Source: an optimization exercise on an open RTL-to-GDS flow (aim: small area, a short achievable clock period and few clock cycles per item). Production flows keep margins and buffers that such runs may drop.
Only simulation tests tie the RTL to the original design; equivalence was not proved.
No activity file was given, so power comes from the tool's default toggle rates.

## job 7596
Design ia_loader_top, start of the top module:
module ia_loader_top (
    input  logic                                          clk,
    input  logic                                          rst_n,
    input  logic                                          init_cfg,
    input  logic [ia_pkg::reg_width-1:0]                  k,
    input  logic [ia_pkg::reg_width-1:0]                  n,
    input  logic [ia_pkg::reg_width-1:0]                  m,
    input  logic [ia_pkg::reg_width-1:0]                  lhs_base,
    input  logic [ia_pkg::reg_width-1:0]                  lhs_row_stride_b,
    input  logic signed [ia_pkg::reg_width-1:0]           lhs_zp,
    input  logic                                          send_ia_trigger,
    output logic                                          icb_cmd_valid,
    input  logic                                          icb_cmd_ready,
    output logic                                          icb_cmd_read,
    output logic [ia_pkg::reg_width-1:0]                  icb_cmd_addr,
    output logic [ia_pkg::len_width-1:0]                  icb_cmd_len,
    input  logic                                          icb_rsp_valid,
    output logic                                          icb_rsp_ready,
    input  logic [ia_pkg::bus_width-1:0]                  icb_rsp_rdata,
    output logic [ia_pkg::tile_size*ia_pkg::data_width-1:0] ia_out,
    output logic                                          ia_row_valid,
    output logic                                          ia_is_init_data,
    output logic                                          ia_calc_done,
    output logic                                          ia_sending_done,
    output logic                                          ia_data_valid
);
    function automatic logic [7:0] rot1(input logic [7:0] x);
        rot1 = {x[6:0], x[7]};
    endfunction
    logic [12:0] n_hi, m_hi;      
    logic        n_lo_z, m_lo_z;  
    logic        k_lo_z;          
    logic [2:0]  k_lo_m1;         
    logic        n_lo_two;        
    logic        ct1, lt1;        
    logic [15:0] stride;
    logic [15:0] zp;
    logic [2:0]  base_lo;         
    logic        w_act;           
  ...
For scale: about 3700 cells after synthesis, about 990 flip-flops, roughly 290 I/O pins, ~43000 um^2 of cells after synthesis.
==> flow/config.mk <==
export PLATFORM = sky130hd
export DESIGN_NAME = ia_loader_top
export DESIGN_NICKNAME = ia_loader_top
export VERILOG_FILES = /design/flow/design.v
export SDC_FILE = /design/flow/constraint.sdc
export NUM_CORES = 4
export LEC_CHECK = 0
export ABC_AREA = 1
export ABC_CLOCK_PERIOD_IN_PS = 2500
export CAP_MARGIN = 20
export CORE_MARGIN = 2
export CORE_UTILIZATION = 60
export CTS_CLUSTER_SIZE = 30
export SETUP_SLACK_MARGIN = 3.25
export SLEW_MARGIN = 20
==> flow/constraint.sdc <==
create_clock -name core_clock -period 5.5 [get_ports {clk}]
set_input_delay 1.1000 -clock core_clock [delete_from_list [all_inputs] [get_ports {clk}]]
set_output_delay 1.1000 -clock core_clock [all_outputs]
set_load 0.01 [all_outputs]
run.sh (not shown) runs the stock make flow with config.mk's settings and CLKGATE_MAP_FILE= SYNTH_SCRIPT=/design/flow/synth_recipe.tcl, a recipe that flattens the netlist after the stock synthesis.
Testbench counts of job 7596, summed over its fixed seeds: cycles 40,453, tiles 2,306.
Edits applied to the flow inputs when going from job 7596 to job 2881:
Settings: CTS_CLUSTER_SIZE removed (was 30); CORE_UTILIZATION changed from 60 to 70; SETUP_SLACK_MARGIN changed from 3.25 to 3.0.
--- outcome ---
In the floorplan summary, job 2881 is listed with a die area less than that of job 7596. Summary of job 2881 over job 7596: power in the clock group decreased by about 0.9% relative to the old numbers; internal power contribution decreased by about 8% relative to the old numbers; combinational power moved down. Comparing job 7596 and job 2881, total of fill cells in the finished design is higher on job 7596. Going from job 7596 to job 2881, clock share of power up 1.5 points, number of hold violations in the final report neither gained nor lost much. Job 2881 vs job 7596: total power down in job 2881. Average wire length per cell after detail routing: job 2881 > job 7596. Normalized max-slew margin was higher in the run labelled job 7596. For job 7596, the slowest cell on the critical path was sky130_fd_sc_hd__edfxtp_1, unlike job 2881, where it was sky130_fd_sc_hd__dfrtp_4.
Changes in job 4438 relative to job 2881:
Settings: SETUP_SLACK_MARGIN: 3.0 -> 2.8; CORE_UTILIZATION: 70 -> 60.
Findings:
- Taking job 2881 over job 4438, the total net switching power ratio works out to 1.08.
- [compare] base=job 2881 new=job 4438: part of the total power dissipated in combinational logic decreased by 4.2 points relative to the old numbers; wire length moved down; die outline height moved up; share of the yosys chip area belonging to registers ~0 delta.


the baseline:
Starting RTL as in the previous note.
make LEC_CHECK=0 ABC_AREA=1 ABC_CLOCK_PERIOD_IN_PS=2500 CAP_MARGIN=20 CORE_MARGIN=2 CORE_UTILIZATION=60 SETUP_SLACK_MARGIN=3.25 SLEW_MARGIN=20 finish   # period 5.5 ns
The baseline ran to completion and came out clean on the timing, design-rule and antenna checks.
Testbench counts of the baseline, summed over its fixed seeds: cycles 40,453, tiles 2,306.
Relative to the baseline, the following input files were edited for the candidate:
diff --git a/flow/config.mk b/flow/config.mk
--- a/flow/config.mk
+++ b/flow/config.mk
@@ -11,4 +11,4 @@
 export CORE_MARGIN = 2
 export CORE_UTILIZATION = 60
-export SETUP_SLACK_MARGIN = 3.25
+export SETUP_SLACK_MARGIN = 3.0
 export SLEW_MARGIN = 20
Notes after the runs:
Summary of the candidate over the baseline: footprint of the multi-input gates went down, maximum clock frequency went down, count of clock-buffer cells in the layout went up.

static timing again, ports no longer ideal:
No port has a modelled driver above. Below, the same layouts with a new extraction and two added sets of constraints.
Step 1 assumes that a clkbuf_16 drives the clock port and a buf_2 every other input.
Step 2 times the ports against the registers' clock, not the clock port: input delays grow and output delays shrink by t, the midpoint of the rising clock arrivals with the driver on.
Three values: no drivers, after step 1, after step 2; two values: the first two.
run	t (ns)	setup slack, ns	worst setup path at the end
job 7596	0.722	3.031 / 3.016 / 2.493	input to register
job 2881	0.730	2.957 / 2.926 / 2.359	input to register
job 4438	0.725	2.827 / 2.763 / 2.050	input to register
the baseline	0.722	3.031 / 3.016 / 2.493	input to register
the candidate	0.721	2.979 / 2.911 / 2.382	input to register
After both steps setup and hold are still met in every run listed. For job 4438, which loses most, drivers alone change the setup slack by -0.064 ns; drivers and shift together by -0.777 ns.
